Context: an optimization exercise on an open-source flow, tuned for small area, a short achievable clock period and few clock cycles per item. The choices shown serve that exercise and are no tape-out recipe. In this exercise RTL edits were held to simulation tests only and were not proved equivalent to the original. Power is estimated from default activity; no workload was simulated.

--- flow/flow/run.sh ---
#!/bin/bash
# The standard layout (the standard.sh: standard synthesis, then ORFS
# floorplan to finish), with two changes to how it is made:
# - timing repair is asked to leave extra setup slack (flow/margin, in ns), so
#   that the layout is sized for a shorter period than the 20 ns it is
#   constrained to;
# - the port buffers are plain buffers (buf_4) rather than the delay cells
#   buffer_ports picks by default.
# Clock period, I/O delays, loads and every other setting stay the design's.
set -euo pipefail
export SETUP_SLACK_MARGIN=$(cat flow/margin)
export BUFFER_PORTS_ARGS="-buffer_cell sky130_fd_sc_hd__buf_4"
bash standard.sh > standard_flow.log 2>&1
--- flow/flow/margin ---
14
--- flow/standard.sh ---
#!/bin/bash
# synth_recipe.tcl (not shown) runs the flow's synth.tcl, then flattens the netlist and writes it again
# the make line also repeats each setting of config.mk as NAME=value (left out here)
make -C /OpenROAD-flow-scripts/flow DESIGN_CONFIG=/design/flow/config.mk WORK_HOME=/design/flow/orfs CLKGATE_MAP_FILE= SYNTH_SCRIPT=/design/flow/synth_recipe.tcl "${@:-finish}"
--- flow/config.mk ---
export PLATFORM = sky130hd
export DESIGN_NAME = bounded_ordered_list_engine_top
export DESIGN_NICKNAME = bounded_ordered_list_engine_top
export VERILOG_FILES = /design/flow/design.v
export SDC_FILE = /design/flow/constraint.sdc
export NUM_CORES = 4
export LEC_CHECK = 0
export ABC_AREA = 1
export CAP_MARGIN = 20
export CORE_MARGIN = 2
export CORE_UTILIZATION = 25
export PLACE_DENSITY = 0.45
export SLEW_MARGIN = 20
--- flow/constraint.sdc ---
create_clock -name core_clock -period 20.0 [get_ports {clk}]
set_input_delay 4.0000 -clock core_clock [delete_from_list [all_inputs] [get_ports {clk}]]
set_output_delay 4.0000 -clock core_clock [all_outputs]
set_load 0.01 [all_outputs]
--- flow/design.v ---
module bounded_ordered_list_engine_top (
	input  logic               clk,
	input  logic               arst_n,
	input  logic               start,
	output logic               busy,
	input  logic [2:0]         req_type,
	input  logic [4:0]         position,
	input  logic signed [31:0] value,
	output logic               done,
	output logic [2:0]         status,
	output logic signed [31:0] out_value,
	output logic [4:0]         out_position,
	output logic [4:0]         removed_count,
	output logic [4:0]         entry_count
);
	localparam int N = 16;
	localparam logic [2:0] R_INS_AT = 3'd0, R_INS_SORT = 3'd1, R_DEL_AT = 3'd2,
		R_DEL_EQ = 3'd3, R_SEARCH = 3'd4, R_XMIN = 3'd5;
	localparam logic [2:0] ST_OK = 3'd0, ST_EMPTY = 3'd1, ST_BADPOS = 3'd2, ST_FULL = 3'd3,
		ST_NOTFOUND = 3'd4;
	function automatic logic [15:0] pre_or(input logic [15:0] x);
		logic [15:0] y;
		y = x;
		y = y | {y[14:0], 1'b0};
		y = y | {y[13:0], 2'b0};
		y = y | {y[11:0], 4'b0};
		y = y | {y[7:0], 8'b0};
		pre_or = y;
	endfunction
	logic [N-1:0][31:0] lst;      
	logic [N-1:0] vld;            
	logic [4:0]   cnt;            
	logic [N-1:0][3:0] rk;        
	logic         rv;             
	logic         dde_q;          
	logic         is_ia, is_de;
	logic [31:0]  rval;
	logic [N-1:0] rpth;           
	logic [N-1:0] eqv;            
	logic [N-1:0] gv;             
	logic         ins_q;          
	logic         dfix_q;         
	logic         done_q, busy_q;
	logic [2:0]   st_q;           
	logic [31:0]  oval_q;
	logic [4:0]   opos_q, orem_q, ocnt_q;
	logic [N-1:0] te, tgs;        
	assign te  = pre_or(eqv);
	assign tgs = pre_or(gv);
	logic do_ins, do_del;
	logic [N-1:0] tg, td;         
	assign do_ins = rv && ins_q;
	assign do_del = rv && (dfix_q || dde_q);
	assign tg = is_ia ? rpth : tgs;
	assign td = is_de ? te : rpth;
	assign busy = busy_q;
	assign done = done_q;
	assign status = st_q;
	assign out_value = oval_q;
	assign out_position = opos_q;
	assign removed_count = orem_q;
	assign entry_count = ocnt_q;
	logic [N-1:0] s_prv, s_val, s_nxt;    
	logic [N-1:0][31:0] lst_n;
	logic [N-1:0][3:0] rk_n;
	logic [N-1:0] vld_n;
	logic [4:0]   cnt_n;
	assign vld_n = do_ins ? {vld[N-2:0], 1'b1} : (do_del ? {1'b0, vld[N-1:1]} : vld);
	assign cnt_n = do_ins ? cnt + 5'd1 : (do_del ? cnt - 5'd1 : cnt);
	always_ff @(posedge clk or negedge arst_n) begin
		if (!arst_n) begin
			vld <= '0;
			cnt <= '0;
		end else begin
			vld <= vld_n;
			cnt <= cnt_n;
		end
	end
	for (genvar i = 0; i < N; i++) begin : g_ent
		logic after, at;              
		if (i == 0) begin : g_h
			assign after = 1'b0;
			assign at = tg[0];
		end else begin : g_t
			assign after = tg[i-1];
			assign at = tg[i] && !tg[i-1];
		end
		assign s_prv[i] = do_ins && after;
		assign s_val[i] = do_ins && at;
		assign s_nxt[i] = do_del && td[i];
		logic [31:0] prv, nxt;
		if (i == 0) begin : g_p0
			assign prv = lst[0];
		end else begin : g_p
			assign prv = lst[i-1];
		end
		if (i == N - 1) begin : g_nl
			assign nxt = lst[i];
		end else begin : g_n
			assign nxt = lst[i+1];
		end
		logic s_keep;
		assign s_keep = !(s_prv[i] || s_val[i] || s_nxt[i]);
		assign lst_n[i] = (prv & {32{s_prv[i]}}) | (rval & {32{s_val[i]}}) | (nxt & {32{s_nxt[i]}})
		                | (lst[i] & {32{s_keep}});
		always_ff @(posedge clk) lst[i] <= lst_n[i];
		logic [3:0] adj, adj_prv, adj_nxt;
		assign adj = rk[i] + 4'(do_ins && (gv[i] || (eqv[i] && tg[i])))
		                   - 4'(do_del && (rk[i] > rdel));
		if (i == 0) begin : g_ap0
			assign adj_prv = adj;
		end else begin : g_ap
			assign adj_prv = g_ent[i-1].adj;
		end
		if (i == N - 1) begin : g_anl
			assign adj_nxt = adj;
		end else begin : g_an
			assign adj_nxt = g_ent[i+1].adj;
		end
		assign rk_n[i] = (adj_prv & {4{s_prv[i]}}) | (rnew & {4{s_val[i]}}) | (adj_nxt & {4{s_nxt[i]}})
		               | (adj & {4{s_keep}});
		always_ff @(posedge clk) rk[i] <= rk_n[i];
	end
	logic [N-1:0] before_new;
	assign before_new = vld & ~gv & ~(eqv & tg);
	logic [3:0] rnew;
	always_comb begin
		rnew = '0;
		for (int i = 0; i < N; i++) rnew = rnew + 4'(before_new[i]);
	end
	logic [N-1:0] dh;
	assign dh = td & ~{td[N-2:0], 1'b0};
	logic [3:0] rdel;
	always_comb begin
		rdel = '0;
		for (int i = 0; i < N; i++) rdel = rdel | (rk[i] & {4{dh[i]}});
	end
	logic [N-1:0] z0, z1, zs, m_n, tm_n;
	for (genvar i = 0; i < N; i++) begin : g_z
		assign z0[i] = vld[i] && (rk[i] == 4'd0);
		assign z1[i] = vld[i] && (rk[i] == 4'd1);
	end
	assign zs = (do_del && (rdel == 4'd0)) ? z1 : z0;
	for (genvar i = 0; i < N; i++) begin : g_mn
		logic zp, zn;
		if (i == 0) begin : g_zp0
			assign zp = 1'b0;
		end else begin : g_zp
			assign zp = zs[i-1];
		end
		if (i == N - 1) begin : g_zn0
			assign zn = 1'b0;
		end else begin : g_zn
			assign zn = zs[i+1];
		end
		assign m_n[i] = s_val[i] ? (before_new == '0)
		              : s_prv[i] ? (zp && !(before_new == '0))
		              : s_nxt[i] ? zn
		              : (zs[i] && !(do_ins && (before_new == '0)));
	end
	assign tm_n = pre_or(m_n);
	logic accept;
	assign accept = start && !busy_q;
	logic a_ia, a_is, a_da, a_de, a_se, a_xm;
	assign a_ia = (req_type == R_INS_AT);
	assign a_is = (req_type == R_INS_SORT);
	assign a_da = (req_type == R_DEL_AT);
	assign a_de = (req_type == R_DEL_EQ);
	assign a_se = (req_type == R_SEARCH);
	assign a_xm = (req_type == R_XMIN);
	logic [N-1:0] a_p1h, a_pth;
	for (genvar i = 0; i < N; i++) begin : g_pos
		assign a_p1h[i] = (position == 5'(i + 1));
		assign a_pth[i] = (position != 5'd0) && (position <= 5'(i + 1));
	end
	logic full_n, empty_n, inspos_ok, delpos_ok, a_ins, a_dfix;
	assign full_n    = vld_n[N-1];
	assign empty_n   = !vld_n[0];
	assign inspos_ok = |(a_p1h & {vld_n[N-2:0], 1'b1});
	assign delpos_ok = |(a_p1h & vld_n);
	assign a_ins  = !full_n && ((a_ia && inspos_ok) || a_is);
	assign a_dfix = (a_da && delpos_ok) || (a_xm && !empty_n);
	logic [N-1:0] vsel;
	assign vsel = (a_p1h & vld_n & {N{a_da}}) | (m_n & {N{a_xm}});
	logic [31:0] a_oval;
	logic [4:0]  a_oposx;
	always_comb begin
		a_oval = '0;
		a_oposx = '0;
		for (int i = 0; i < N; i++) begin
			a_oval = a_oval | (lst_n[i] & {32{vsel[i]}});
			a_oposx = a_oposx | (5'(i + 1) & {5{m_n[i] && a_xm}});
		end
	end
	function automatic logic [1:0] cmp32(input logic [31:0] a, input logic [31:0] b);
		logic [31:0] g0, e0;
		logic [15:0] g1, e1;
		logic [7:0]  g2, e2;
		logic [3:0]  g3, e3;
		logic [1:0]  g4, e4;
		g0 = a & ~b;
		g0[31] = !a[31] && b[31];
		e0 = ~(a ^ b);
		for (int k = 0; k < 16; k++) begin
			g1[k] = g0[2*k+1] | (e0[2*k+1] & g0[2*k]);
			e1[k] = e0[2*k+1] & e0[2*k];
		end
		for (int k = 0; k < 8; k++) begin
			g2[k] = g1[2*k+1] | (e1[2*k+1] & g1[2*k]);
			e2[k] = e1[2*k+1] & e1[2*k];
		end
		for (int k = 0; k < 4; k++) begin
			g3[k] = g2[2*k+1] | (e2[2*k+1] & g2[2*k]);
			e3[k] = e2[2*k+1] & e2[2*k];
		end
		for (int k = 0; k < 2; k++) begin
			g4[k] = g3[2*k+1] | (e3[2*k+1] & g3[2*k]);
			e4[k] = e3[2*k+1] & e3[2*k];
		end
		cmp32 = {g4[1] | (e4[1] & g4[0]), e4[1] & e4[0]};
	endfunction
	logic [N-1:0] a_eq, a_gt;
	for (genvar i = 0; i < N; i++) begin : g_cmp
		logic [1:0] c;
		assign c = cmp32(lst_n[i], value);
		assign a_eq[i] = c[0] && vld_n[i];
		if (i < N - 1) begin : g_gt
			assign a_gt[i] = c[1] || !vld_n[i];
		end else begin : g_gt_last
			assign a_gt[i] = 1'b1;    
		end
	end
	function automatic logic [6:0] match_tree(input logic [15:0] x);   
		logic [7:0] a1, m1; logic [1:0] p1 [8];
		logic [3:0] a2, m2; logic [2:0] p2 [4];
		logic [1:0] a3, m3; logic [3:0] p3 [2];
		for (int k = 0; k < 8; k++) begin
			a1[k] = x[2*k] | x[2*k+1];
			m1[k] = x[2*k] & x[2*k+1];
			p1[k] = x[2*k] ? 2'b01 : 2'b10;
		end
		for (int k = 0; k < 4; k++) begin
			a2[k] = a1[2*k] | a1[2*k+1];
			m2[k] = m1[2*k] | m1[2*k+1] | (a1[2*k] & a1[2*k+1]);
			p2[k] = a1[2*k] ? {1'b0, p1[2*k]}
			                : {p1[2*k+1][1], !p1[2*k+1][1], p1[2*k+1][0]};
		end
		for (int k = 0; k < 2; k++) begin
			a3[k] = a2[2*k] | a2[2*k+1];
			m3[k] = m2[2*k] | m2[2*k+1] | (a2[2*k] & a2[2*k+1]);
			p3[k] = a2[2*k] ? {1'b0, p2[2*k]}
			                : {p2[2*k+1][2], !p2[2*k+1][2], p2[2*k+1][1:0]};
		end
		match_tree = {a3[0] | a3[1], m3[0] | m3[1] | (a3[0] & a3[1]),
		              a3[0] ? {1'b0, p3[0]} : {p3[1][3], !p3[1][3], p3[1][2:0]}};
	endfunction
	logic [6:0] a_mt;
	logic a_any, a_multi;
	assign a_mt = match_tree(a_eq);
	assign a_any = a_mt[6];
	assign a_multi = a_mt[5];
	logic [4:0] a_spos;
	assign a_spos = a_mt[4:0] & {5{a_any}};
	logic [2:0] a_st;
	always_comb begin
		a_st = ST_OK;
		case (req_type)
			R_INS_AT:   a_st = full_n ? ST_FULL : (inspos_ok ? ST_OK : ST_BADPOS);
			R_INS_SORT: a_st = full_n ? ST_FULL : ST_OK;
			R_DEL_AT:   a_st = empty_n ? ST_EMPTY : (delpos_ok ? ST_OK : ST_BADPOS);
			R_DEL_EQ, R_SEARCH: a_st = empty_n ? ST_EMPTY : (a_any ? ST_OK : ST_NOTFOUND);
			R_XMIN:     a_st = empty_n ? ST_EMPTY : ST_OK;
			default:    a_st = ST_OK;
		endcase
	end
	logic [N-1:0] c_eq, tc;
	for (genvar i = 0; i < N; i++) begin : g_ceq
		if (i < N - 1) begin : g_c
			assign c_eq[i] = te[i] && eqv[i+1];
		end else begin : g_c_last
			assign c_eq[i] = 1'b0;
		end
	end
	assign tc = pre_or(c_eq);
	logic c_multi;
	assign c_multi = |(c_eq & {tc[N-2:0], 1'b0});
	logic more_n;
	assign more_n = accept ? (a_de && a_multi) : c_multi;
	always_ff @(posedge clk or negedge arst_n) begin
		if (!arst_n) begin
			rv <= 1'b0;
			done_q <= 1'b0;
			busy_q <= 1'b0;
		end else begin
			rv <= accept || busy_q;
			done_q <= (accept || busy_q) && !more_n;
			busy_q <= (accept || busy_q) && more_n;
		end
	end
	always_ff @(posedge clk) begin
		rval <= value;
		rpth <= (a_pth & {N{a_da || a_ia}}) | (tm_n & {N{a_xm}});
		gv   <= a_gt;
	end
	always_ff @(posedge clk) begin
		if (accept) begin
			is_ia   <= a_ia;
			is_de   <= a_de;
			eqv     <= a_eq;
			ins_q   <= a_ins;
			dfix_q  <= a_dfix;
			dde_q   <= a_de && a_any;
			st_q    <= a_st;
			oval_q  <= a_oval;
			opos_q  <= a_oposx | (a_se ? a_spos : 5'd0);
			orem_q  <= 5'(a_de && a_any);
			ocnt_q  <= a_ins ? cnt_n + 5'd1 : ((a_dfix || (a_de && a_any)) ? cnt_n - 5'd1 : cnt_n);
		end else begin
			eqv     <= c_eq;
			orem_q  <= orem_q + 5'd1;
			ocnt_q  <= cnt_n - 5'd1;
		end
	end
endmodule
==> results of run 1 <==
==> worst register-to-register path, delay by kind of cell (launching register included) <==
kind | cells | cell delay, ns
compound gates | 3 | 0.83
flops | 1 | 0.41
buf+inv | 8 | 2.14
simple gates | 21 | 2.78
fa+ha+maj | 1 | 0.24
==> cells in the final DEF, fill, tap and decap left out, types with 27 or more instances in the layout <==
cell type,count
a22oi_1,161
nand3_1,290
edfxtp_1,45
ha_1,622
a221o_1,87
buf_6,42
nand2_1,1910
nand4_1,132
dfxtp_1,665
buf_4,372
nand2_2,57
o221ai_1,52
o21ai_0,290
buf_12,36
clkbuf_16,96
nor3_1,43
a221oi_1,53
o22ai_1,231
o2111ai_1,95
inv_1,821
o21ai_1,27
clkbuf_1,30
clkinvlp_4,31
nor2_1,348
o211ai_1,146
clkinv_1,31
xor2_1,42
inv_2,33
a21oi_1,450
nor2_4,36
==> state kept, by name, indices dropped and copies added (netlist names), 15 cells and up <==
name,count
rk,64
oval_q,32
gv,15
rpth,16
rval,32
eqv,16
vld,16
lst,512
==> per-stage QoR <==
stage,area [µm²],utilization (%),power (mW)
floorplan,52500,-,5.02
global placement,57100,27.3,7.08
detailed placement,57100,27.3,7.13
CTS,62700,30.0,9.14
global route,63900,30.6,9.83
finish,63900,30.6,9.42
==> where the power goes <==
part	internal [mW]	leakage (nW)	switching, mW
sequential	2.05	6.26	0.388
combinational	1.50	20.7	3.62
clock	1.07	1.57	0.800
==> logic make-up after synthesis <==
| group | count (synthesis) | share of synthesized area (%) |
|---|---|---|
| fa+ha+maj | 658 | 16.1 |
| flops | 734 | 29.1 |
| buf+inv | 1225 | 9.17 |
| xor+xnor | 56 | 0.936 |
| compound gates | 1685 | 20.9 |
| simple gates | 2979 | 23.8 |
==> what timing repair did <==
action | in CTS | in global routing
resized for setup | 226 | 156
endpoints found under the setup margin | 89 | 72
hold endpoints to repair | 0 | 0
pin swaps | 63 | 75
setup buffers | 140 | 46
cloned | 2 | 2
==> how the worst max path moves through the flow <==
stage,startpoint,end,depth (start not counted)
after detailed placement,value[15],ocnt_q[1],19
after floorplan,value[30],opos_q[2],18
after global placement,value[15],ocnt_q[2],19
after global routing,value[30],busy_q,22
after CTS,value[15],busy_q,25
final,value[15],busy_q,23
==> layer usage <==
metal,part of all wire (%),up-vias,global-route usage [%]
met5,0.020,-,0
met4,8.8,12,24.6
met3,11,1146,9.39
met2,41,4324,48.5
met1,38,29500,40.6
li1,-,26000,-
==> cell type report <==
cell class	instances	share of cell area (%)
multi-input combinational	5380	53.3
sequential	734	23.9
timing repair buffer	465	6.64
inverter	921	5.61
tap	2805	5.49
clock buffer	140	4.22
clock inverter	39	0.810
antenna	21	0.0822
timing repair inverter	1	0.00783
==> results.py, run 1 <==
metrics = {
    "outcome": {
        "outcome": "finished clean",
    },
    "global_route": {
        "grt_max_degree": 43,
        "grt_first_pass_wirelength_um": 483000,
        "number_of_antenna_violations_at_the_first_check_in_global_routing": 32,
        "grt_util_all_layers_pct": 32.9,
        "global_route.overflow_total": 0,
        "grt_pass1_vias": 57100,
    },
    "worst_setup_path": {
        "reg2reg_slack_ns": 13.55,
        "timing.critical_path.cells": "buf_12 -> clkinvlp_4 -> buf_6 -> buf_6 -> ha_1 -> nand4_1 -> inv_2 -> nand2_4 -> nor4_4 -> nand3_4 -> inv_4 -> nor2_2 -> inv_2 -> nor2_4 -> nand3_4 -> nand2_2 -> o211ai_1 -> nor2_1 -> o21ai_1 -> nand2_1 -> nand2_2 -> nand2_1 -> nor2_1",
        "number_of_cells_on_the_worst_reg_to_reg_path": 33,
        "critical-path-slowest-cell": "nor4_4",
        "timing.critical_path.required_ns": 20.68,
        "worstSetupStartpointType": "input port",
        "crit-reg2reg-capture": "busy_q",
        "path_max_fanout": 3,
        "critPathBufInv": 7,
        "cpPeakStageDelay_ns": 0.49,
        "critical-path-top-delay-family": "simple AND/OR/NAND/NOR gates",
        "critical_path.reg2reg.startpoint": "is_ia",
        "worstSetupEndpointType": "register",
        "crit_arrival_ns": 7.20,
        "critical_path_class": "input port to register",
    },
    "clocking": {
        "worst_path_clk_slew_ns": 0.06,
        "worst_skew_pair.late_latency_ns": 0.77,
        "tritoncts_clock_tree": "yes",
        "clock-sinks": 734,
        "cts_root_buf": "clkbuf_16",
        "postCtsHoldBufs": 0,
        "num_cts_buffers": 95,
        "clock_path_buffers": 3,
        "level_count_of_the_clock_h_tree": 3,
    },
    "timing": {
        "max_clock_freq_mhz": 153,
        "worst_margin_slew_ns": 1.10,
        "fin_setup_tns_ns": 0,
        "hold_viol_final": 0,
        "layout_setup_ws_ns": 13.48,
        "report.final.setup_viol": 0,
        "worst_slew_margin_rel_pct": 26.0,
        "layout_worst_path_cycle_share_pct": 32.6,
        "whs_ns": 0.511,
        "unrepaired_setup_endpoints_after_global_routing": "yes",
        "timing.final.max_slew_violations": 0,
        "worst_clock_skew_ns": 0.0361,
        "layout_min_cycle_time_ns": 6.52,
    },
    "min_path": {
        "min_to": "orem_q[4]",
        "hold_start": "orem_q[4]",
        "timing.hold.worst_path_depth": 2,
        "worstHoldPathType": "register to register",
    },
    "placement": {
        "place_worst_setup_slack_ns": 11.30,
        "post_placement_cell_count": 10100,
        "final_estimated_routing_congestion_in_global_placement": 1.04,
        "detailed_placement_hpwl_um": 264000,
        "buffer_ports.inserted": 94,
    },
    "logic_synthesis": {
        "synth_top_cell_by_area": "dfxtp_1",
        "ys_top_cells_by_area": "dfxtp_1, ha_1, nand2_1, inv_1, a21oi_1",
        "synthCells": 7337,
        "post-synth-top-count-cell": "nand2_1",
        "total_nets_after_synthesis": 8038,
        "average_cell_area_after_synthesis_um2": 7.14,
        "synthDominantCellAreaShare_pct": 25.4,
        "seq_area_frac_synth_pct": 29.1,
        "post_synth_most_frequent_cells": "nand2_1, inv_1, dfxtp_1, ha_1, a21oi_1",
        "syn-cell-area_um2": 52400,
        "ys_warn_count": 4,
        "yosys_most_used_dff": "dfxtp_1",
        "synth_edf_count": 45,
        "yosys_register_bits": 734,
        "asyncSetResetFlopFracSynth_pct": 3.27,
        "synth_cell_types": 69,
    },
    "finish": {
        "finish.cell_count_without_fillers": 10500,
        "nets": 8299,
        "fillerInstances": 22800,
        "share_of_post_route_cells_with_drive_strength_above_1_pct": 12.6,
        "multi_input_area_um2": 34000,
        "ff_latch_area_um2": 15300,
        "flow.area_growth_from_synthesis_pct": 22.0,
    },
    "die": {
        "die_width_um": 462,
        "dieHeight_um": 462,
        "placementRows": 168,
        "floorplan.die_area_um2": 213000,
        "coreArea_um2": 209000,
        "io_pins": 95,
        "initial_core_util_pct": 25.1,
    },
    "detailed_routing": {
        "drcViolationCount": 0,
        "drt_first_pass_iters": 7,
        "vias_per_instance": 5.80,
        "drt_iter0_drc": 8613,
        "route.antenna.remaining_nets": 0,
        "wl_per_cell_um": 34.7,
        "wirelength_um": 364000,
        "vias": 61000,
    },
    "job": {
        "maxCapViolations": 0,
    },
    "pwr": {
        "peakVddDrop_v": 0.000198,
        "p_leak_nw": 28.5,
        "powerDensity_nw_per_um2": 147,
    },
}
Testbench counts, summed over its fixed seeds: cycles 16,171, items 16,000.
==> run 2, diff against run 1 <==
--- a/flow/design.v
+++ b/flow/design.v
@@ -317,6 +317,9 @@
 			ocnt_q  <= a_ins ? cnt_n + 5'd1 : ((a_dfix || (a_de && a_any)) ? cnt_n - 5'd1 : cnt_n);
 		end else begin
 			eqv     <= c_eq;
+			st_q    <= ST_OK;
+			oval_q  <= '0;
+			opos_q  <= '0;
 			orem_q  <= orem_q + 5'd1;
 			ocnt_q  <= cnt_n - 5'd1;
 		end
==> flow/flow/margin (replaced) <==
13.5
==> run 2 against run 1 <==
Non-clock buffer count down 38; still clean; global-route usage is 2.0 points higher; via count increased by 1.4%; critical endpoint is now ocnt_q[2]; synthesized cell count is 2.1% higher; routed wire length increased by 5.9%; largest cell class unchanged; clock power increased by 8%; clock-buffer cell count shrank 6; sequential power barely moved; core utilization shrank 0.060 points; flip-flop and latch count did not move; hold slack gained 0.010 ns.
==> results.py, run 2 <==
metrics = {
    "logic_synthesis": {
        "synth_top_cell_by_area": "dfxtp_1",
        "ys_warn_count": 4,
        "post-synth-top-count-cell": "nand2_1",
        "average_cell_area_after_synthesis_um2": 6.98,
        "synthCells": 7493,
        "synth_edf_count": 5,
        "synthDominantCellAreaShare_pct": 27.0,
        "syn-cell-area_um2": 52300,
        "synth_cell_types": 65,
        "asyncSetResetFlopFracSynth_pct": 3.27,
        "post_synth_most_frequent_cells": "nand2_1, inv_1, dfxtp_1, ha_1, nor2_1",
        "yosys_most_used_dff": "dfxtp_1",
        "seq_area_frac_synth_pct": 28.4,
        "yosys_register_bits": 734,
        "total_nets_after_synthesis": 8194,
        "ys_top_cells_by_area": "dfxtp_1, nand2_1, ha_1, inv_1, a21oi_1",
    },
    "clocking": {
        "clock_path_buffers": 3,
        "cts_root_buf": "clkbuf_16",
        "num_cts_buffers": 97,
        "worst_skew_pair.late_latency_ns": 0.81,
        "clock-sinks": 734,
        "worst_path_clk_slew_ns": 0.05,
        "level_count_of_the_clock_h_tree": 3,
        "tritoncts_clock_tree": "yes",
        "postCtsHoldBufs": 0,
    },
    "pwr": {
        "p_clk_share_pct": 21.2,
        "power.switching_mw": 4.87,
        "powerDensity_nw_per_um2": 151,
        "pwr-share-comb_pct": 52.9,
        "internal_power_mw": 4.69,
        "p_leak_nw": 28.9,
        "peakVddDrop_v": 0.000114,
        "netSwitchingFraction_pct": 50.9,
        "share_seq_of_total_power_pct": 25.9,
    },
    "worst_setup_path": {
        "setup.worst_path.start": "value[28]",
        "timing.critical_path.required_ns": 20.67,
        "critical_path.endpoint": "ocnt_q[2]",
        "crit_arrival_ns": 7.35,
        "path_max_fanout": 7,
        "critical_path.reg2reg.startpoint": "is_ia",
        "number_of_cells_on_the_worst_reg_to_reg_path": 34,
        "reg2reg_slack_ns": 13.37,
        "crit-reg2reg-capture": "ocnt_q[2]",
        "worstSetupStartpointType": "input port",
        "worstSetupEndpointType": "register",
        "critical_path_class": "input port to register",
    },
    "detailed_routing": {
        "drcViolationCount": 0,
        "vias": 61800,
        "route.antenna.remaining_nets": 0,
        "wl_per_cell_um": 36.3,
        "wirelength_um": 386000,
        "drt_first_pass_iters": 8,
        "drt_iter0_drc": 9451,
        "vias_per_instance": 5.82,
    },
    "timing": {
        "fin_setup_tns_ns": 0,
        "report.final.setup_viol": 0,
        "hold_viol_final": 0,
        "worst_margin_slew_ns": 1.34,
        "layout_min_cycle_time_ns": 6.68,
        "layout_worst_path_cycle_share_pct": 33.4,
        "max_clock_freq_mhz": 150,
        "worst_slew_margin_rel_pct": 9.80,
        "unrepaired_setup_endpoints_after_global_routing": "yes",
        "worst_clock_skew_ns": 0.0507,
        "timing.final.max_slew_violations": 0,
    },
    "finish": {
        "share_of_post_route_cells_with_drive_strength_above_1_pct": 11.6,
        "post-route-util_pct": 30.5,
        "largest_reg_by_ff_count": "lst",
        "nets": 8415,
        "largest_registers": "lst: 512 flops, rk: 64 flops",
        "mostFrequentLayoutCell": "nand2_1",
        "largest_reg_flops": 512,
        "flow.area_growth_from_synthesis_pct": 21.1,
        "commonest_non_fill_non_tap_cells_in_the_layout": "nand2_1, inv_1, dfxtp_1",
        "finish.cell_count_without_fillers": 10600,
    },
    "placement": {
        "buffer_ports.inserted": 94,
        "final_estimated_routing_congestion_in_global_placement": 1.01,
        "detailed_placement_hpwl_um": 276000,
        "post_placement_cell_count": 10200,
    },
    "global_route": {
        "grt_max_degree": 59,
        "global_route.overflow_total": 0,
        "number_of_antenna_violations_at_the_first_check_in_global_routing": 58,
        "grt_util_all_layers_pct": 34.9,
        "grt_first_pass_wirelength_um": 506000,
        "grt_pass1_vias": 56700,
    },
    "die": {
        "coreArea_um2": 207000,
        "die_width_um": 461,
        "placementRows": 167,
        "floorplan.die_area_um2": 213000,
        "io_pins": 95,
        "initial_core_util_pct": 25.2,
        "dieHeight_um": 461,
    },
    "min_path": {
        "timing.hold.worst_path_depth": 2,
        "worstHoldPathType": "register to register",
    },
    "outcome": {
        "outcome": "finished clean",
    },
    "job": {
        "maxCapViolations": 0,
    },
}
## run 2: cell count changes in the layout (fill, tap and decap cells not counted), sizes merged, moves of 30 or more
| cell | change |
|---|---|
| nand2 | +187 |
| nor2 | +123 |
| inv | -79 |
| dfxtp | +40 |
| edfxtp | -40 |
| nand4 | -38 |
| o22ai | -38 |
| buf | -37 |
| o2111ai | +33 |
| nand3 | -30 |
## run 2: final cells by class
class,instances,area [µm²]
multi-input cells,5606,34400
repair buffers,427,3650
inverters,848,3300
well taps,2788,3490
clock buffers,134,2830
diodes,40,100
clock inverters,45,731
flip-flops and latches,734,14900
fillers,22500,144000
## run 2: cell families (layout without fill, tap and decap cells)
kind of cell,count (synthesis),count (layout),synth area share (%)
buf+inv,1155,1454,8.55
simple gates,3203,3205,25.1
fa+ha+maj,659,659,16.1
compound gates,1686,1686,20.9
flops,734,734,28.4
other cells,0,40,0
xor+xnor,56,56,0.937
## run 2: how the worst min path moves through the flow
stage / slack [ns] / start / to
floorplan: 0.46 / lst[31] / lst[31]
global placement: 0.50 / lst[481] / lst[481]
detailed placement: 0.50 / orem_q[4] / orem_q[4]
CTS: 0.52 / lst[223] / lst[223]
global route: 0.54 / lst[223] / lst[223]
finish: 0.52 / orem_q[4] / orem_q[4]
## run 2: per-layer routing
metal  vias to the layer above  track usage [%]  wire (µm)
met5                         -            0.115        152
met3                      1179             11.1      48000
met2                      4722             49.8     155000
li1                      26300                -          -
met4                        24             22.8      29300
met1                     29700             44.9     153000
## run 2: stage by stage
step	setup WS, ns	total power, mW	hold slack, ns	instance area, µm²
after global routing	13.36	9.99	0.537	63300
final	13.32	9.56	0.521	63400
after CTS	13.47	9.26	0.518	62300
after global placement	11.31	7.12	0.501	57100
after detailed placement	11.28	7.15	0.504	57100
after floorplan	13.42	5.03	0.464	52500
## run 2: critical path: stages
cell	delay [ns]
buf_8	0.10
clkinvlp_4	0.16
buf_6	0.16
ha_4	0.26
nand3_4	0.14
nor3_4	0.32
nand4_1	0.65
inv_2	0.29
nand3_4	0.12
inv_4	0.12
nor2_4	0.04
nand3_2	0.06
nor2_2	0.05
inv_2	0.09
nor2_4	0.04
inv_2	0.05
o21bai_4	0.15
nand2_4	0.15
nand2_4	0.15
nand2_1	0.08
nand3_2	0.07
a21oi_2	0.06
## run 2: repair_timing
action | CTS | global route
hold endpoints to repair | 0 | 0
pin swaps | 33 | 37
gates resized for setup | 170 | 108
cloned | 2 | 2
setup endpoints to repair | 65 | 47
buffers inserted | 94 | 58
## run 2: power groups by stage
stage               registers [mW]  logic (mW)  clock network [mW]
floorplan                     2.31        2.72                   0
global placement              2.48        4.64                   0
detailed placement            2.47        4.68                   0
CTS                           2.45        4.78                2.03
global route                  2.52        5.39                2.08
finish                        2.47        5.06                2.02
Testbench counts of run 2, summed over its fixed seeds: cycles 16,171, items 16,000.
==> run 3, diff against run 2 <==
==> flow/flow/margin (replaced) <==
14
--- a/flow/config.mk
+++ b/flow/config.mk
@@ -8,6 +8,6 @@
 export ABC_AREA = 1
 export CAP_MARGIN = 20
 export CORE_MARGIN = 2
-export CORE_UTILIZATION = 25
-export PLACE_DENSITY = 0.45
+export CORE_UTILIZATION = 30
+export PLACE_DENSITY = 0.55
 export SLEW_MARGIN = 20
==> run 3 against run 2 <==
Clock skew grew 0.046 ns; largest power group unchanged; non-clock buffer count up 29; sequential power about the same; routed wire length down 8.9%; flip-flop and latch count unchanged; still clean on timing, DRC and antenna; maximum frequency is 0.37% higher.
==> results.py, run 3 <==
metrics = {
    "worst_setup_path": {
        "cpPeakStageDelay_ns": 0.86,
        "worstSetupStartpointType": "register",
        "timing.critical_path.required_ns": 20.64,
        "worstSetupEndpointType": "register",
        "crit_arrival_ns": 7.29,
        "critical_path_class": "register to register",
        "critical-path-slowest-cell": "o2111ai_1",
        "path_max_fanout": 32,
    },
    "finish": {
        "nets": 8440,
        "post-route-util_pct": 36.2,
        "largest_registers": "lst: 512 flops, rk: 64 flops",
        "fillerInstances": 18500,
        "mostFrequentLayoutCell": "nand2_1",
        "finish.cell_count_without_fillers": 10200,
        "largest_reg_by_ff_count": "lst",
        "share_of_post_route_cells_with_drive_strength_above_1_pct": 12.0,
        "flow.area_growth_from_synthesis_pct": 20.2,
        "commonest_non_fill_non_tap_cells_in_the_layout": "nand2_1, inv_1, dfxtp_1",
        "largest_reg_flops": 512,
        "post-route-cell-area_um2": 62900,
    },
    "timing": {
        "report.final.setup_viol": 0,
        "hold_viol_final": 0,
        "layout_min_cycle_time_ns": 6.65,
        "worst_margin_slew_ns": 1.28,
        "worst_slew_margin_rel_pct": 13.5,
        "layout_worst_path_cycle_share_pct": 33.3,
        "layout_setup_ws_ns": 13.35,
        "worst_clock_skew_ns": 0.0966,
        "unrepaired_setup_endpoints_after_global_routing": "yes",
        "whs_ns": 0.510,
        "max_clock_freq_mhz": 150,
        "timing.final.max_slew_violations": 0,
        "fin_setup_tns_ns": 0,
    },
    "detailed_routing": {
        "drt_first_pass_iters": 8,
        "route.antenna.remaining_nets": 0,
        "drt_iter0_drc": 8993,
        "vias": 62200,
        "drcViolationCount": 0,
        "wirelength_um": 352000,
        "vias_per_instance": 6.12,
        "wl_per_cell_um": 34.6,
    },
    "placement": {
        "post_dp_cell_area_um2": 56500,
        "buffer_ports.inserted": 94,
        "final_estimated_routing_congestion_in_global_placement": 1.09,
        "place_worst_setup_slack_ns": 11.47,
        "detailed_placement_hpwl_um": 255000,
        "post_placement_cell_count": 9783,
    },
    "clocking": {
        "worst_skew_pair.late_latency_ns": 0.79,
        "level_count_of_the_clock_h_tree": 3,
        "clock-sinks": 734,
        "worst_path_clk_slew_ns": 0.06,
        "postCtsHoldBufs": 0,
        "tritoncts_clock_tree": "yes",
        "cts_root_buf": "clkbuf_16",
        "num_cts_buffers": 92,
        "clock_path_buffers": 3,
    },
    "logic_synthesis": {
        "seq_area_frac_synth_pct": 28.4,
        "syn-cell-area_um2": 52300,
        "ys_top_cells_by_area": "dfxtp_1, nand2_1, ha_1, inv_1, a21oi_1",
        "post-synth-top-count-cell": "nand2_1",
        "synthDominantCellAreaShare_pct": 27.0,
        "synth_cell_types": 65,
        "post_synth_most_frequent_cells": "nand2_1, inv_1, dfxtp_1, ha_1, nor2_1",
        "synth_edf_count": 5,
        "ys_warn_count": 4,
        "asyncSetResetFlopFracSynth_pct": 3.27,
        "synth_top_cell_by_area": "dfxtp_1",
        "yosys_most_used_dff": "dfxtp_1",
        "yosys_register_bits": 734,
        "average_cell_area_after_synthesis_um2": 6.98,
        "synthCells": 7493,
        "total_nets_after_synthesis": 8194,
    },
    "global_route": {
        "grt_first_pass_wirelength_um": 470000,
        "grt_max_degree": 59,
        "global_route.overflow_total": 0,
        "grt_pass1_vias": 57700,
        "number_of_antenna_violations_at_the_first_check_in_global_routing": 43,
        "grt_util_all_layers_pct": 37.8,
    },
    "die": {
        "io_pins": 95,
        "floorplan.die_area_um2": 178000,
        "dieHeight_um": 422,
        "placementRows": 153,
        "die_width_um": 422,
        "initial_core_util_pct": 30.1,
        "coreArea_um2": 174000,
    },
    "pwr": {
        "powerDensity_nw_per_um2": 148,
        "p_leak_nw": 28.9,
        "peakVddDrop_v": 0.000116,
        "report.power.total_mw": 9.31,
    },
    "job": {
        "maxCapViolations": 0,
    },
    "outcome": {
        "outcome": "finished clean",
    },
    "min_path": {
        "worstHoldPathType": "register to register",
    },
}
run 3: cell types whose count changed in the layout (fill, tap and decap cells not counted), moves of 7 or more:
cell,change
buf_6,+9
clkbuf_16,-8
buf_4,+16
buf_12,+7
diode_2,-8
run 3: worst paths after layout:
path,start,end,slack (ns),cells past startpoint
setup / recovery,gv[2],opos_q[1],13.35,28
hold / removal,orem_q[0],orem_q[0],0.51,1
setup reg to reg,gv[2],opos_q[1],13.35,28
hold reg to reg,orem_q[0],orem_q[0],0.51,1
max in group asynchronous,arst_n,rv,16.49,1
min in group asynchronous,arst_n,vld[12],3.16,1
run 3: power by group:
group / total, mW / leakage, nW / switching [mW] / internal (mW)
combinational: 5.00 / 21.2 / 3.48 / 1.51
sequential: 2.47 / 6.19 / 0.432 / 2.03
clock: 1.85 / 1.59 / 0.781 / 1.07
run 3: cell families (layout without fill, tap and decap cells):
family	Yosys count	after routing	share of synthesized area, %
XOR/XNOR	56	56	0.937
flip-flops	734	734	28.4
buffers and inverters	1155	1474	8.55
adder cells (fa/ha/maj)	659	659	16.1
AND/OR/NAND/NOR	3203	3204	25.1
other	0	32	0
AO/OA/AOI/OAI	1686	1686	20.9
run 3: final cells by class:
type	count	area (µm²)	area share, %
antenna	32	80.1	0.127
clock buffer	126	2640	4.20
clock inverter	42	603	0.959
inverter	848	3300	5.24
multi-input combinational	5605	34500	54.9
sequential	734	14900	23.6
tap	2325	2910	4.63
timing repair buffer	456	3960	6.30
timing repair inverter	2	15.0	0.0239
run 3: worst max-delay path, delay by kind of cell (launching register included):
| family | cells | cell delay [ns] |
|---|---|---|
| adder cells (fa/ha/maj) | 1 | 0.38 |
| AO/OA/AOI/OAI | 4 | 1.29 |
| flip-flops | 1 | 0.42 |
| AND/OR/NAND/NOR | 11 | 1.59 |
| buffers and inverters | 12 | 2.76 |
run 3: repair_timing:
item,CTS,global route
endpoints found under the setup margin,90,80
gates cloned,3,1
gates resized for setup,229,88
pin swaps,67,49
buffers inserted,122,61
run 3: per-layer routing:
layer	track usage (%)	part of all wire, %	vias to the layer above
met1	46.5	37	29300
met3	14.2	14	1387
li1	-	-	26300
met2	52.8	39	5121
met4	29.1	9.4	30
met5	1.40	0.16	-
==> run 4, diff against run 3 <==
--- a/flow/config.mk
+++ b/flow/config.mk
@@ -9,5 +9,6 @@
 export CAP_MARGIN = 20
 export CORE_MARGIN = 2
 export CORE_UTILIZATION = 30
+export CTS_BUF_LIST = sky130_fd_sc_hd__clkbuf_8
 export PLACE_DENSITY = 0.55
 export SLEW_MARGIN = 20
==> run 4 against run 3 <==
Still clean; routed wire length up 0.79%; die area unchanged; combinational power about the same; flip-flop and latch count unchanged; synthesized area unchanged; critical path type unchanged; highest routed layer unchanged.
==> results.py, run 4 <==
metrics = {
    "placement": {
        "final_estimated_routing_congestion_in_global_placement": 1.09,
        "detailed_placement_hpwl_um": 255000,
        "buffer_ports.inserted": 94,
    },
    "logic_synthesis": {
        "average_cell_area_after_synthesis_um2": 6.98,
        "synth_cell_types": 65,
        "synth_area_in_compound_gates_pct": 20.9,
        "synth_simple_gate_area_share_pct": 25.1,
        "synthCells": 7493,
        "synth_top_cell_by_area": "dfxtp_1",
        "post_synth_mux_area_share_pct": 0,
        "seq_area_frac_synth_pct": 28.4,
        "ys_warn_count": 4,
        "synthXorXnorAreaFrac_pct": 0.937,
        "synthDominantCellAreaShare_pct": 27.0,
        "synth_edf_count": 5,
        "syn-cell-area_um2": 52300,
        "post_synth_most_frequent_cells": "nand2_1, inv_1, dfxtp_1, ha_1, nor2_1",
        "ys_top_cells_by_area": "dfxtp_1, nand2_1, ha_1, inv_1, a21oi_1",
        "total_nets_after_synthesis": 8194,
        "yosys_register_bits": 734,
        "yosys_most_used_dff": "dfxtp_1",
        "post-synth-top-count-cell": "nand2_1",
        "asyncSetResetFlopFracSynth_pct": 3.27,
        "post_synth_fa_ha_maj_area_fraction_pct": 16.1,
        "combinational_family_with_the_most_area_after_synthesis": "simple AND/OR/NAND/NOR gates",
    },
    "detailed_routing": {
        "wirelength_um": 354000,
        "drt_iter0_drc": 9305,
        "drt_first_pass_iters": 8,
        "drcViolationCount": 0,
        "vias_per_instance": 6.13,
        "vias": 62900,
        "route.antenna.remaining_nets": 0,
        "wl_per_cell_um": 34.5,
    },
    "min_path": {
        "hold_start": "orem_q[4]",
        "worstHoldPathType": "register to register",
    },
    "global_route": {
        "grt_util_all_layers_pct": 38.0,
        "grt_first_pass_wirelength_um": 471000,
        "number_of_antenna_violations_at_the_first_check_in_global_routing": 40,
        "grt_pass1_vias": 58300,
        "grt_max_degree": 59,
        "global_route.overflow_total": 0,
    },
    "worst_setup_path": {
        "critical-path-slowest-cell": "inv_1",
        "crit_arrival_ns": 7.19,
        "cpPeakStageDelay_ns": 0.81,
        "timing.critical_path.required_ns": 20.84,
        "worstSetupEndpointType": "register",
        "critical-path-top-delay-family": "simple AND/OR/NAND/NOR gates",
        "path_max_fanout": 33,
        "critPathBufInv": 2,
        "critPathMostFrequentCell": "nand2_1",
        "critical_path_class": "register to register",
        "worstSetupStartpointType": "register",
        "critical_path.reg2reg.startpoint": "eqv[0]",
        "setup.worst_path.start": "eqv[0]",
    },
    "finish": {
        "largest_registers": "lst: 512 flops, rk: 64 flops",
        "commonest_non_fill_non_tap_cells_in_the_layout": "nand2_1, inv_1, dfxtp_1",
        "share_of_post_route_cells_with_drive_strength_above_1_pct": 13.2,
        "flow.area_growth_from_synthesis_pct": 20.4,
        "fillerInstances": 18600,
        "mostFrequentLayoutCell": "nand2_1",
        "post-route-util_pct": 36.3,
        "largest_reg_by_ff_count": "lst",
        "nets": 8515,
        "largest_reg_flops": 512,
    },
    "timing": {
        "layout_min_cycle_time_ns": 6.35,
        "worst_clock_skew_ns": 0.0970,
        "report.final.setup_viol": 0,
        "worst_margin_slew_ns": 1.24,
        "layout_worst_path_cycle_share_pct": 31.7,
        "fin_setup_tns_ns": 0,
        "timing.final.max_slew_violations": 0,
        "hold_viol_final": 0,
        "unrepaired_setup_endpoints_after_global_routing": "yes",
        "max_clock_freq_mhz": 158,
        "worst_slew_margin_rel_pct": 16.6,
    },
    "die": {
        "dieHeight_um": 422,
        "initial_core_util_pct": 30.1,
        "io_pins": 95,
        "floorplan.die_area_um2": 178000,
        "placementRows": 153,
        "die_width_um": 422,
        "coreArea_um2": 174000,
    },
    "clocking": {
        "level_count_of_the_clock_h_tree": 4,
        "worst_skew_pair.late_latency_ns": 0.98,
        "clock-sinks": 734,
        "cts_root_buf": "clkbuf_8",
        "tritoncts_clock_tree": "yes",
        "num_cts_buffers": 146,
        "clock_path_buffers": 3,
        "worst_path_clk_slew_ns": 0.07,
    },
    "pwr": {
        "netSwitchingFraction_pct": 51.8,
        "peakVddDrop_v": 0.000119,
        "internal_power_mw": 4.41,
        "p_clk_share_pct": 18.0,
        "power.switching_mw": 4.74,
        "p_leak_nw": 29.1,
        "share_seq_of_total_power_pct": 27.0,
        "powerDensity_nw_per_um2": 145,
        "pwr-share-comb_pct": 55.0,
    },
    "job": {
        "maxCapViolations": 0,
    },
    "outcome": {
        "outcome": "finished clean",
    },
}
-- run 4: metrics by stage --
step	hold WS, ns	cell area (µm²)	power (mW)	instances	setup slack, ns
floorplan	0.464	52500	5.03	7493	13.42
global placement	0.492	56400	6.88	9780	11.58
detailed placement	0.495	56500	6.96	9783	11.47
CTS	0.511	61500	8.72	10200	13.84
global route	0.537	62900	9.54	10200	13.67
finish	0.510	63000	9.15	10300	13.65
-- run 4: final cells by class --
class | instances | area (µm²) | share of cell area, %
multi-input cells | 5605 | 34700 | 55.0
well taps | 2325 | 2910 | 4.62
clock inverters | 72 | 489 | 0.777
clock buffers | 177 | 2440 | 3.87
flip-flops and latches | 734 | 14900 | 23.6
diodes | 31 | 77.6 | 0.123
inverters | 848 | 3330 | 5.29
repair buffers | 479 | 4200 | 6.67
-- run 4: kinds of logic (layout without fill, tap and decap cells) --
logic type,count (synthesis),count (layout)
AND/OR/NAND/NOR,3203,3204
AO/OA/AOI/OAI,1686,1686
buffers and inverters,1155,1576
flip-flops,734,734
adder cells (fa/ha/maj),659,659
XOR/XNOR,56,56
other,0,31
-- run 4: power by group through the flow --
| stage | registers (mW) | logic (mW) | clock network [mW] |
|---|---|---|---|
| finish | 2.47 | 5.03 | 1.65 |
| global route | 2.51 | 5.32 | 1.71 |
| CTS | 2.44 | 4.63 | 1.64 |
| detailed placement | 2.47 | 4.49 | 0 |
| global placement | 2.47 | 4.41 | 0 |
| floorplan | 2.31 | 2.72 | 0 |
-- run 4: repair_timing --
action | 4_1_cts | 5_1_grt
cloned | 0 | 4
hold buffers | 0 | 0
gates resized for setup | 210 | 157
pin swaps | 59 | 86
setup endpoints to repair | 89 | 81
buffers inserted | 133 | 70
-- run 4: routing by layer --
| metal | GRT usage [%] | routed length [µm] | up-vias |
|---|---|---|---|
| met4 | 29.8 | 32700 | 24 |
| met1 | 46.8 | 132000 | 29900 |
| met2 | 52.7 | 139000 | 5174 |
| met5 | 1.40 | 499 | - |
| li1 | - | - | 26500 |
| met3 | 14.2 | 50600 | 1360 |
-- run 4: worst paths after layout --
| kind | end | slack (ns) | cells past startpoint |
|---|---|---|---|
| setup / recovery | busy_q | 13.65 | 26 |
| hold / removal | orem_q[4] | 0.51 | 2 |
| setup reg to reg | busy_q | 13.65 | 26 |
| hold reg to reg | orem_q[4] | 0.51 | 2 |
| max in group asynchronous | cnt[2] | 16.69 | 1 |
| min in group asynchronous | vld[6] | 3.00 | 1 |
-- run 4: worst reg2reg max path: cells and delay by family (launching register included) --
kind | cells | cell delay, ns
buffers and inverters | 2 | 1.13
and+or+nand+nor | 19 | 3.20
adders and majority gates | 2 | 0.78
AOI/OAI and AO/OA | 3 | 0.69
DFF | 1 | 0.46
==> run 5, diff against run 4 <==
--- a/flow/design.v
+++ b/flow/design.v
@@ -31,15 +31,15 @@
 	logic [N-1:0] vld;            
 	logic [4:0]   cnt;            
 	logic [N-1:0][3:0] rk;        
-	logic         rv;             
+	logic         ins_q;          
+	logic         dfix_q;         
 	logic         dde_q;          
-	logic         is_ia, is_de;
+	logic         is_q;           
+	logic [N-1:0] ia_at, ia_aft;  
+	logic [N-1:0] dth;            
 	logic [31:0]  rval;
-	logic [N-1:0] rpth;           
 	logic [N-1:0] eqv;            
 	logic [N-1:0] gv;             
-	logic         ins_q;          
-	logic         dfix_q;         
 	logic         done_q, busy_q;
 	logic [2:0]   st_q;           
 	logic [31:0]  oval_q;
@@ -49,10 +49,10 @@
 	assign tgs = pre_or(gv);
 	logic do_ins, do_del;
 	logic [N-1:0] tg, td;         
-	assign do_ins = rv && ins_q;
-	assign do_del = rv && (dfix_q || dde_q);
-	assign tg = is_ia ? rpth : tgs;
-	assign td = is_de ? te : rpth;
+	assign do_ins = ins_q;
+	assign do_del = dfix_q || dde_q;
+	assign tg = ia_at | ia_aft | (tgs & {N{is_q}});
+	assign td = dth | (te & {N{dde_q}});
 	assign busy = busy_q;
 	assign done = done_q;
 	assign status = st_q;
@@ -77,17 +77,17 @@
 		end
 	end
 	for (genvar i = 0; i < N; i++) begin : g_ent
-		logic after, at;              
+		logic is_after, is_at;
 		if (i == 0) begin : g_h
-			assign after = 1'b0;
-			assign at = tg[0];
+			assign is_after = 1'b0;
+			assign is_at = tgs[0];
 		end else begin : g_t
-			assign after = tg[i-1];
-			assign at = tg[i] && !tg[i-1];
+			assign is_after = tgs[i-1];
+			assign is_at = tgs[i] && !tgs[i-1];
 		end
-		assign s_prv[i] = do_ins && after;
-		assign s_val[i] = do_ins && at;
-		assign s_nxt[i] = do_del && td[i];
+		assign s_prv[i] = ia_aft[i] || (is_q && is_after);
+		assign s_val[i] = ia_at[i] || (is_q && is_at);
+		assign s_nxt[i] = td[i];
 		logic [31:0] prv, nxt;
 		if (i == 0) begin : g_p0
 			assign prv = lst[0];
@@ -288,28 +288,30 @@
 	assign more_n = accept ? (a_de && a_multi) : c_multi;
 	always_ff @(posedge clk or negedge arst_n) begin
 		if (!arst_n) begin
-			rv <= 1'b0;
 			done_q <= 1'b0;
 			busy_q <= 1'b0;
+			ins_q  <= 1'b0;
+			dfix_q <= 1'b0;
+			dde_q  <= 1'b0;
 		end else begin
-			rv <= accept || busy_q;
 			done_q <= (accept || busy_q) && !more_n;
 			busy_q <= (accept || busy_q) && more_n;
+			ins_q  <= accept && a_ins;
+			dfix_q <= accept && a_dfix;
+			dde_q  <= accept ? (a_de && a_any) : busy_q;
 		end
 	end
 	always_ff @(posedge clk) begin
-		rval <= value;
-		rpth <= (a_pth & {N{a_da || a_ia}}) | (tm_n & {N{a_xm}});
-		gv   <= a_gt;
+		rval   <= value;
+		gv     <= a_gt;
+		is_q   <= accept && a_ins && a_is;
+		ia_at  <= a_p1h & {N{accept && a_ins && a_ia}};
+		ia_aft <= {a_pth[N-2:0], 1'b0} & {N{accept && a_ins && a_ia}};
+		dth    <= ((a_pth & {N{a_da}}) | (tm_n & {N{a_xm}})) & {N{accept && a_dfix}};
 	end
 	always_ff @(posedge clk) begin
 		if (accept) begin
-			is_ia   <= a_ia;
-			is_de   <= a_de;
 			eqv     <= a_eq;
-			ins_q   <= a_ins;
-			dfix_q  <= a_dfix;
-			dde_q   <= a_de && a_any;
 			st_q    <= a_st;
 			oval_q  <= a_oval;
 			opos_q  <= a_oposx | (a_se ? a_spos : 5'd0);
@@ -317,9 +319,6 @@
 			ocnt_q  <= a_ins ? cnt_n + 5'd1 : ((a_dfix || (a_de && a_any)) ? cnt_n - 5'd1 : cnt_n);
 		end else begin
 			eqv     <= c_eq;
-			st_q    <= ST_OK;
-			oval_q  <= '0;
-			opos_q  <= '0;
 			orem_q  <= orem_q + 5'd1;
 			ocnt_q  <= cnt_n - 5'd1;
 		end
--- a/flow/config.mk
+++ b/flow/config.mk
@@ -8,7 +8,6 @@
 export ABC_AREA = 1
 export CAP_MARGIN = 20
 export CORE_MARGIN = 2
-export CORE_UTILIZATION = 30
-export CTS_BUF_LIST = sky130_fd_sc_hd__clkbuf_8
-export PLACE_DENSITY = 0.55
+export CORE_UTILIZATION = 25
+export PLACE_DENSITY = 0.45
 export SLEW_MARGIN = 20
==> run 5 against run 4 <==
Core utilization shrank 5.2 points; sequential power fell by 6%; non-clock buffer count rose by 19; worst setup slack got worse by 0.30 ns; first-iteration DRC count rose by 5.7%; clock-buffer cell count shrank 29; critical path type is now input port to register; total power up 17%; hold slack worse by 0.016 ns; combinational power increased by 26%; routed wire length rose by 11%; highest routed layer unchanged.
==> results.py, run 5 <==
metrics = {
    "placement": {
        "post_placement_cell_count": 10400,
        "buffer_ports.inserted": 94,
        "post_dp_cell_area_um2": 58700,
        "detailed_placement_hpwl_um": 291000,
        "place_worst_setup_slack_ns": 11.58,
        "final_estimated_routing_congestion_in_global_placement": 1.07,
    },
    "worst_setup_path": {
        "path_max_fanout": 17,
        "worstSetupStartpointType": "input port",
        "number_of_cells_on_the_worst_reg_to_reg_path": 28,
        "critical_path_class": "input port to register",
        "timing.critical_path.required_ns": 20.68,
        "crit_arrival_ns": 7.32,
        "worstSetupEndpointType": "register",
    },
    "min_path": {
        "worstHoldPathType": "register to register",
        "timing.hold.worst_path_depth": 2,
    },
    "clocking": {
        "cts_root_buf": "clkbuf_16",
        "worst_path_clk_slew_ns": 0.07,
        "level_count_of_the_clock_h_tree": 3,
        "clock_path_buffers": 3,
        "clock-sinks": 763,
        "tritoncts_clock_tree": "yes",
        "worst_skew_pair.late_latency_ns": 0.81,
        "num_cts_buffers": 101,
    },
    "global_route": {
        "grt_first_pass_wirelength_um": 516000,
        "grt_util_all_layers_pct": 34.7,
        "grt_pass1_vias": 58200,
        "grt_max_degree": 38,
        "global_route.overflow_total": 0,
        "number_of_antenna_violations_at_the_first_check_in_global_routing": 57,
    },
    "detailed_routing": {
        "drcViolationCount": 0,
        "met3RoutedLength_um": 48100,
        "route.top_layer_used": "met5",
        "drt-met1-wl_um": 160000,
        "met2RoutedLength_um": 155000,
        "wirelength_um": 393000,
        "vias": 63500,
        "wl_per_cell_um": 36.4,
        "drt_first_pass_iters": 7,
        "vias_per_instance": 5.88,
        "drt_iter0_drc": 9839,
        "route.antenna.remaining_nets": 0,
    },
    "timing": {
        "worst_margin_slew_ns": 1.30,
        "max_clock_freq_mhz": 151,
        "hold_viol_final": 0,
        "fin_setup_tns_ns": 0,
        "timing.final.max_slew_violations": 0,
        "layout_worst_path_cycle_share_pct": 33.2,
        "whs_ns": 0.494,
        "report.final.setup_viol": 0,
        "layout_min_cycle_time_ns": 6.64,
        "worst_slew_margin_rel_pct": 12.5,
        "unrepaired_setup_endpoints_after_global_routing": "yes",
        "worst_clock_skew_ns": 0.0494,
        "layout_setup_ws_ns": 13.36,
    },
    "logic_synthesis": {
        "total_nets_after_synthesis": 8271,
        "synth_top_cell_by_area": "dfxtp_1",
        "yosys_register_bits": 763,
        "average_cell_area_after_synthesis_um2": 7.08,
        "synth_cell_types": 66,
        "synthDominantCellAreaShare_pct": 26.0,
        "seq_area_frac_synth_pct": 29.5,
        "synth_edf_count": 40,
        "syn-cell-area_um2": 53600,
        "ys_top_cells_by_area": "dfxtp_1, nand2_1, ha_1, inv_1, a21oi_1",
        "ys_warn_count": 4,
        "post_synth_most_frequent_cells": "nand2_1, inv_1, dfxtp_1, ha_1, nor2_1",
        "post-synth-top-count-cell": "nand2_1",
        "asyncSetResetFlopFracSynth_pct": 3.41,
        "synthCells": 7570,
        "yosys_most_used_dff": "dfxtp_1",
    },
    "finish": {
        "share_of_post_route_cells_with_drive_strength_above_1_pct": 13.5,
        "finish.cell_count_without_fillers": 10800,
        "flow.area_growth_from_synthesis_pct": 23.1,
        "post-route-cell-area_um2": 66000,
        "post-route-util_pct": 31.0,
        "nets": 8566,
        "fillerInstances": 23100,
        "commonest_non_fill_non_tap_cells_in_the_layout": "nand2_1, inv_1, dfxtp_1",
        "largest_registers": "lst: 512 flops, rk: 64 flops",
        "largest_reg_flops": 512,
        "largest_reg_by_ff_count": "lst",
        "mostFrequentLayoutCell": "nand2_1",
    },
    "pwr": {
        "p_leak_nw": 29.3,
        "peakVddDrop_v": 0.000442,
        "powerDensity_nw_per_um2": 163,
        "report.power.total_mw": 10.7,
    },
    "outcome": {
        "outcome": "finished clean",
    },
    "die": {
        "initial_core_util_pct": 25.2,
        "floorplan.die_area_um2": 218000,
        "die_width_um": 467,
        "placementRows": 169,
        "coreArea_um2": 213000,
        "io_pins": 95,
        "dieHeight_um": 467,
    },
    "job": {
        "maxCapViolations": 0,
    },
}
run 5: final timing paths:
kind / slack, ns / to / start
max: 13.36 / busy_q / value[26]
max in group asynchronous: 16.50 / vld[8] / arst_n
min in group asynchronous: 3.15 / done_q / arst_n
min reg2reg: 0.49 / orem_q[3] / orem_q[3]
max reg2reg: 13.36 / done_q / gv[1]
min: 0.49 / orem_q[3] / orem_q[3]
run 5: final cells by class:
type / instances / area, µm² / share of cell area, %
multi-input cells: 5631 / 35200 / 53.3
well taps: 2821 / 3530 / 5.35
repair buffers: 498 / 4330 / 6.55
clock inverters: 42 / 731 / 1.11
clock buffers: 148 / 2980 / 4.51
diodes: 26 / 65.1 / 0.0986
flip-flops and latches: 763 / 15800 / 23.9
inverters: 869 / 3380 / 5.11
repair inverters: 1 / 5.00 / 0.00758
run 5: power by group:
| part | total, mW | switching (mW) | internal (mW) |
|---|---|---|---|
| sequential | 2.31 | 0.321 | 1.99 |
| combinational | 6.32 | 4.42 | 1.90 |
| clock | 2.11 | 0.857 | 1.25 |
run 5: what timing repair did:
item	in CTS	in global routing
cloned	1	2
hold buffers	0	0
pin swaps	78	47
setup endpoints to repair	177	92
setup buffers	157	27
gates resized for setup	298	102
run 5: kinds of logic (layout without fill, tap and decap cells):
family,count (synthesis),after routing,share of synthesized area [%]
other,0,26,0
and+or+nand+nor,3342,3343,26.0
DFF,763,763,29.5
AOI/OAI and AO/OA,1575,1575,19.2
xor gates and xnor gates,55,55,0.899
adders and majority gates,658,658,15.7
buffers and inverters,1177,1558,8.61
run 5: metal layers:
metal | track usage (%) | vias up
met2 | 48.5 | 4672
li1 | - | 26800
met3 | 9.73 | 1082
met5 | 0.527 | -
met4 | 22.4 | 24
met1 | 46.2 | 30900
run 5: critical path, stage by stage:
cell	delay [ns]
buf_4	0.15
inv_1	0.07
buf_6	0.24
ha_1	0.28
nand2_1	0.08
inv_1	0.04
nand4_1	0.20
buf_4	0.18
nor4_4	0.03
buf_4	0.18
nand4_1	0.22
nand2_1	0.14
a22o_1	0.22
a21oi_1	0.13
nand3_1	0.11
a21oi_1	0.13
nand4_1	0.44
nand2_1	0.20
nand2_1	0.09
nand2_1	0.09
nor2_1	0.05
Testbench counts of run 5, summed over its fixed seeds: cycles 16,171, items 16,000.

re-timing with driven ports:
In the flow no input, the clock included, has a driving cell. The finished layouts below were timed again as built, in two steps.
Step 1, drivers: a clkbuf_16 drives clk and a buf_2 each remaining input, both assumed.
Step 2 moves the port delays by t, midway between the first and last clock arrival at a register: inputs arrive t later, outputs are due t later. That takes back most of the time a late clock gives input paths.
Three values: ideal ports, drivers, drivers and shift; two values: the first two.
| run | t (ns) | slack for setup (ns) | latest minus earliest clock arrival (ns) | worst data-port slew with drivers (ns) |
|---|---|---|---|---|
| run 1 | 0.839 | 13.482 / 13.507 / 12.669 | 0.037 / 0.037 | 0.12 |
| run 2 | 0.868 | 13.324 / 13.251 / 12.383 | 0.051 / 0.052 | 0.18 |
| run 3 | 0.825 | 13.349 / 13.349 / 12.593 | 0.097 / 0.096 | 0.22 |
| run 4 | 1.008 | 13.652 / 13.652 / 12.689 | 0.097 / 0.097 | 0.22 |
| run 5 | 0.873 | 13.356 / 13.350 / 12.477 | 0.051 / 0.051 | 0.25 |
After both steps every run listed still meets setup and hold. For run 4, which loses most, drivers alone change the setup slack by 0.000 ns; drivers and shift together by -0.963 ns.
